Background: an optimization exercise with open tools, aiming at small area. Do not read the settings as production practice.
The RTL was checked by simulation tests, not by an equivalence proof against the original design.
Power is estimated from default activity; no workload was simulated.

File: design/flow/run.sh
#!/bin/bash
# synth_recipe.tcl (not shown) runs the flow's synth.tcl, then flattens the netlist and writes it again
# the make line also repeats each setting of config.mk as NAME=value (left out here)
make -C /OpenROAD-flow-scripts/flow DESIGN_CONFIG=/design/flow/config.mk WORK_HOME=/design/flow/orfs CLKGATE_MAP_FILE= SYNTH_SCRIPT=/design/flow/synth_recipe.tcl finish
File: design/flow/design.v
package tpu_mac_pkg;
  localparam int BYTE_W     = 8;
  localparam int WORD_BYTES = 8;
  localparam int ELEM_W     = 16;
  localparam int WORD_W     = 64;
  localparam int CNT_W      = $clog2(WORD_BYTES);
  function automatic logic [ELEM_W-1:0] get_elem(input logic [WORD_W-1:0] word,
                                                 input int unsigned r,
                                                 input int unsigned c);
    get_elem = word[ELEM_W*(2*r+c) +: ELEM_W];
  endfunction
endpackage
module byte_word_assembler
(
  input  logic              clk,
  input  logic              rst,
  input  logic [tpu_mac_pkg::BYTE_W-1:0] datos_in,
  input  logic              wr_strobe,
  output logic [tpu_mac_pkg::WORD_W-1:0] matrix_b,
  output logic              word_done
);
  logic [tpu_mac_pkg::CNT_W-1:0]  byte_cnt;
  logic [tpu_mac_pkg::WORD_W-1:0] asm_word;
  logic [tpu_mac_pkg::WORD_W-1:0] asm_next;
  always_comb begin
    asm_next = asm_word;
    asm_next[tpu_mac_pkg::BYTE_W*byte_cnt +: tpu_mac_pkg::BYTE_W] = datos_in;
  end
  always_ff @(posedge clk) begin
    if (!rst) begin
      byte_cnt  <= '0;
      asm_word  <= '0;
      matrix_b  <= '0;
      word_done <= 1'b0;
    end else begin
      word_done <= 1'b0;
      if (wr_strobe) begin
        asm_word <= asm_next;
        byte_cnt <= byte_cnt + 1'b1;
        if (byte_cnt == tpu_mac_pkg::CNT_W'(tpu_mac_pkg::WORD_BYTES - 1)) begin
          matrix_b  <= asm_next;
          word_done <= 1'b1;
        end
      end
    end
  end
endmodule
module tpu_mac_core
(
  input  logic              clk,
  input  logic              rst,
  input  logic [tpu_mac_pkg::BYTE_W-1:0] datos_in,
  input  logic              ena_write,
  input  logic              enable_accu,
  input  logic              clear,
  output logic [tpu_mac_pkg::WORD_W-1:0] matrix_a,
  output logic [tpu_mac_pkg::WORD_W-1:0] matrix_b,
  output logic [tpu_mac_pkg::WORD_W-1:0] product,
  output logic [tpu_mac_pkg::WORD_W-1:0] acc_out,
  output logic              word_done,
  output logic              a_loaded
);
  function automatic logic [tpu_mac_pkg::ELEM_W-1:0] mac_elem(input logic [tpu_mac_pkg::ELEM_W-1:0] a0,
                                                 input logic [tpu_mac_pkg::ELEM_W-1:0] b0,
                                                 input logic [tpu_mac_pkg::ELEM_W-1:0] a1,
                                                 input logic [tpu_mac_pkg::ELEM_W-1:0] b1);
    mac_elem = a0 * b0 + a1 * b1;
  endfunction
  function automatic logic [tpu_mac_pkg::ELEM_W-1:0] wrap_add(input logic [tpu_mac_pkg::ELEM_W-1:0] x,
                                                 input logic [tpu_mac_pkg::ELEM_W-1:0] y);
    wrap_add = x + y;
  endfunction
  logic wr_d;
  logic acc_d;
  logic wr_strobe;
  logic acc_strobe;
  assign wr_strobe  = ena_write & ~wr_d;
  assign acc_strobe = enable_accu & ~acc_d;
  always_ff @(posedge clk) begin
    if (!rst) begin
      wr_d  <= 1'b0;
      acc_d <= 1'b0;
    end else begin
      wr_d  <= ena_write;
      acc_d <= enable_accu;
    end
  end
  byte_word_assembler u_asm (
    .clk       (clk),
    .rst       (rst),
    .datos_in  (datos_in),
    .wr_strobe (wr_strobe),
    .matrix_b  (matrix_b),
    .word_done (word_done)
  );
  always_ff @(posedge clk) begin
    if (!rst) begin
      matrix_a <= '0;
      a_loaded <= 1'b0;
    end else if (word_done) begin
      if (!a_loaded) begin
        matrix_a <= matrix_b;
        a_loaded <= 1'b1;
      end else begin
        a_loaded <= 1'b0;
      end
    end
  end
  always_comb begin
    product = '0;
    for (int unsigned r = 0; r < 2; r++) begin
      for (int unsigned c = 0; c < 2; c++) begin
        product[tpu_mac_pkg::ELEM_W*(2*r+c) +: tpu_mac_pkg::ELEM_W] = mac_elem(tpu_mac_pkg::get_elem(matrix_a, r, 0),
                                                     tpu_mac_pkg::get_elem(matrix_b, 0, c),
                                                     tpu_mac_pkg::get_elem(matrix_a, r, 1),
                                                     tpu_mac_pkg::get_elem(matrix_b, 1, c));
      end
    end
  end
  always_ff @(posedge clk) begin
    if (!rst) begin
      acc_out <= '0;
    end else if (clear) begin
      acc_out <= '0;
    end else if (acc_strobe) begin
      for (int unsigned e = 0; e < 4; e++) begin
        acc_out[tpu_mac_pkg::ELEM_W*e +: tpu_mac_pkg::ELEM_W] <= wrap_add(acc_out[tpu_mac_pkg::ELEM_W*e +: tpu_mac_pkg::ELEM_W],
                                                product[tpu_mac_pkg::ELEM_W*e +: tpu_mac_pkg::ELEM_W]);
      end
    end
  end
endmodule
File: design/flow/config.mk
export PLATFORM = sky130hd
export DESIGN_NAME = tpu_mac_core
export DESIGN_NICKNAME = tpu_mac_core
export VERILOG_FILES = /design/flow/design.v
export SDC_FILE = /design/flow/constraint.sdc
export NUM_CORES = 4
export LEC_CHECK = 0
export CAP_MARGIN = 20
export CORE_MARGIN = 2
export CORE_UTILIZATION = 40
export SLEW_MARGIN = 20
File: design/flow/constraint.sdc
create_clock -name core_clock -period 9.2 [get_ports {clk}]
set_input_delay 1.8400 -clock core_clock [delete_from_list [all_inputs] [get_ports {clk}]]
set_output_delay 1.8400 -clock core_clock [all_outputs]
set_load 0.01 [all_outputs]
==> run_results.csv <==
group,metric,value,unit
clock_tree,postCtsHoldBufs,0,
synthesis,synth.most_common_cell,"inv_1",
power,pwr_density_cell,54.3,mW/mm²
global_route,grt_pass1_wl,225000,µm
power,ir_drop,0.109,mV
min_path,hold_class,"reg2reg",
synthesis,synth_ff_type,"dfxtp_1",
clock_tree,cts_sinks,263,
timing,worst_pin_slew,1.15,ns
cells_and_area,layout-drive-gt1-share,8.83,%
die,rows,122,
cells_and_area,layout.nets,6560,
cells_and_area,area_growth,17.4,%
setup_path,crit_type,"reg2out",
die,ios,271,
cells_and_area,fin_util,47.3,%
cells_and_area,final_cell_area,0.0524,mm²
setup_path,cp.arrival,7.19,ns
global_route,gr-total-overflow,0,
power,power.static_leakage,25.9,nW
die,start_util,40.3,%
die,die_height,338,µm
global_route,antenna_found_initial,6,
clock_tree,clock_latency,0.64,ns
setup_path,r2r_slack,1.35,ns
timing,timing.hold.ws,0.471,ns
synthesis,synth_area_leaders,"fa_1, ha_1, dfxtp_1",
setup_path,crit_required,7.36,ns
synthesis,ys_async_sr_fraction,0,%
routing,ant_nets,0,
synthesis,ys_warn_count,2,
routing,postRouteWirelength,148000,µm
synthesis,syn-num-nets,6282,
timing,drv_slew,0,
timing,fin_crit_sh,98.2,%
clock_tree,clk_path_buf_depth,3,
timing,period_needed,9.03,ns
place,placed_area,0.0503,mm²
setup_path,end_kind,"primary output",
setup_path,startpoint_type,"flop",
timing,finalHoldViolations,0,
routing,viasPerCell,5.15,
clock_tree,cts_tree,"done",
timing,fmax,0.111,GHz
global_route,grt_max_degree,122,
place,io_buffers,270,
cells_and_area,num-fill-cells,10600,
die,floorplan.die_area,0.114,mm²
clock_tree,numCtsBuffers,36,
clock_tree,root_buffer,"clkbuf_16",
timing,max_slew_margin,23.5,%
synthesis,synth-seq-cells,263,
synthesis,synth_top_area_share,33.2,%
routing,num_vias,35500,
die,die_w,338,µm
place,hpwl,114000,µm
power,p_total,2.84,mW
routing,dr.pass1.iters,6,
setup_path,worst_r2r_path_depth,30,
routing,wl_per_cell,21.5,µm
global_route,grt_pass1_vias,36600,
clock_tree,cts_max_level,2,
die,core_region_area,0.111,mm²
synthesis,yosysSeqAreaShare,11.8,%
setup_path,crit_fanout,7,
synthesis,syn_area,0.0446,mm²
timing,setup_viol,0,
run,drv_cap,0,
synthesis,synth_edf_count,0,
synthesis,avgSynthCellArea,8.76,µm²
clock_tree,clk_pin_slew,0.06,ns
routing,post-route-drc-count,0,
synthesis,yosysUniqueCellTypes,54,
routing,dr.first_iter.drc_count,2264,
min_path,min_path_cells,2,
timing,finClkSkew,0.0512,ns
synthesis,synth_commonest_cells,"inv_1, nand2_1, fa_1, and2_1, ha_1",
global_route,track_usage,26.1,%
place,routabilityCongestion,0.896,
synthesis,synthCells,5095,
synthesis,synth_top_area_cell,"fa_1",
run_status,status,"finished clean",
==> area by class of cell <==
type,count,area [µm²],area share (%)
inverters,893,3350,6.40
clock inverters,12,171,0.327
diodes,1,2.50,0.00478
clock buffers,52,1060,2.03
repair buffers,545,5240,10.0
multi-input cells,3634,35300,67.5
flip-flops and latches,263,5360,10.2
well taps,1488,1860,3.55
==> layer usage <==
layer	vias to the layer above	share of wire, %	global-route usage (%)
met5	-	0.026	0
met4	6	3.3	7.77
met3	236	7.2	4.44
met2	1239	48	43.9
met1	17900	42	34.5
li1	16000	-	-
==> stage by stage <==
step | TNS (ns) | setup slack, ns | cells
detailed placement | -0.0794 | -0.0675 | 6798
global placement | 0 | 0.0607 | 6798
floorplan | 0 | 0.779 | 5095
CTS | -0.304 | -0.225 | 6873
global route | -0.0153 | -0.0108 | 6887
finish | 0 | 0.167 | 6888
==> placed cells by master, fill, tap and decap left out, drive strengths merged, types with 7 or more instances in the layout <==
master         netlist  final
a211oi              10     10
a21boi              67     67
a21o                24     24
a21oi              106    106
a22o                 7      7
a22oi               64     64
and2               619    619
and3                10     10
buf                 19    277
clkbuf             286     56
clkdlybuf4s50        0    250
dfxtp              263    263
fa                 740    740
ha                 434    434
inv                893    896
nand2              836    836
nand2b               8      8
nand3               10     10
nor2                75     75
nor2b               13     13
nor3                32     32
o211a              128    128
o21a                 9      9
o21ai               31     31
o21bai              20     20
or3                  9      9
xnor2              262    262
xor2                63     63
==> state kept, by name, indices dropped and copies added, names as in the netlist <==
register / flops
acc_out: 64
matrix_a: 64
u_asm.asm_word: 64
u_asm.matrix_b: 64
u_asm.byte_cnt: 3
a_loaded: 1
acc_d: 1
u_asm.word_done: 1
wr_d: 1
==> where the power goes <==
group	internal [mW]	leakage, nW	switching (mW)
clock network	0.869	0.604	0.639
registers	1.16	2.16	0.0137
logic	0.0568	23.1	0.105
total	2.08	25.9	0.758
==> what timing repair did <==
item | 4_1_cts | 5_1_grt
resized for setup | 105 | 83
endpoints found under the hold margin | 0 | 0
pin swaps | 25 | 46
cloned | 2 | 1
setup buffers | 9 | 13
endpoints found under the setup margin | 21 | 23
==> critical path, cell delays in order, from the launching register on <==
cell	delay, ns
dfxtp_4	0.36
buf_12	0.16
buf_12	0.16
buf_4	0.12
nand2_1	0.06
fa_1	0.53
fa_1	0.43
fa_1	0.54
fa_1	0.45
fa_1	0.47
fa_1	0.57
fa_1	0.45
fa_1	0.49
inv_1	0.04
ha_1	0.24
nor3_2	0.18
o211ai_1	0.16
a31oi_4	0.22
o21bai_2	0.11
a2111oi_4	0.31
nor3_2	0.10
xnor2_2	0.19
clkdlybuf4s15_2	0.25
==> logic make-up after synthesis <==
| logic type | count (synthesis) | synth area share, % |
|---|---|---|
| DFF | 263 | 11.8 |
| adders and majority gates | 1174 | 45.4 |
| and+or+nand+nor | 1630 | 17.7 |
| buffers and inverters | 1198 | 10.1 |
| AOI/OAI and AO/OA | 501 | 8.45 |
| xor gates and xnor gates | 329 | 6.61 |
==> worst paths after layout <==
check	endpoint	start
worst max-delay path	product[63]	u_asm.matrix_b[19]
worst min-delay path	acc_out[55]	acc_out[55]
worst max register to register	acc_out[31]	u_asm.matrix_b[18]
worst min register to register	acc_out[55]	acc_out[55]

[port drivers added, routing unchanged]
In the flow no input, the clock included, has a driving cell. The finished layout below was timed again as built, in two steps.
Step 1, drivers: a clkbuf_16 drives clk and a buf_2 each remaining input, both assumed.
Step 2 also shifts input and output timing later by t, the mid clock arrival at the registers, as if the neighbouring blocks saw the same clock.
Slacks: ideal ports / drivers / drivers and shift; pairs: ideal ports / drivers.
shift t [ns]: 0.683
setup slack, ns: 0.167 / 0.091 / 0.775
hold slack, ns: 0.471 / 0.471 / 0.471
worst setup path at the end: register to output
worst register clock-pin slew, ns: 0.07 / 0.07
After both steps this run still meets setup and hold. The setup slack of this run moves by -0.076 ns with the drivers and by +0.608 ns with both steps.
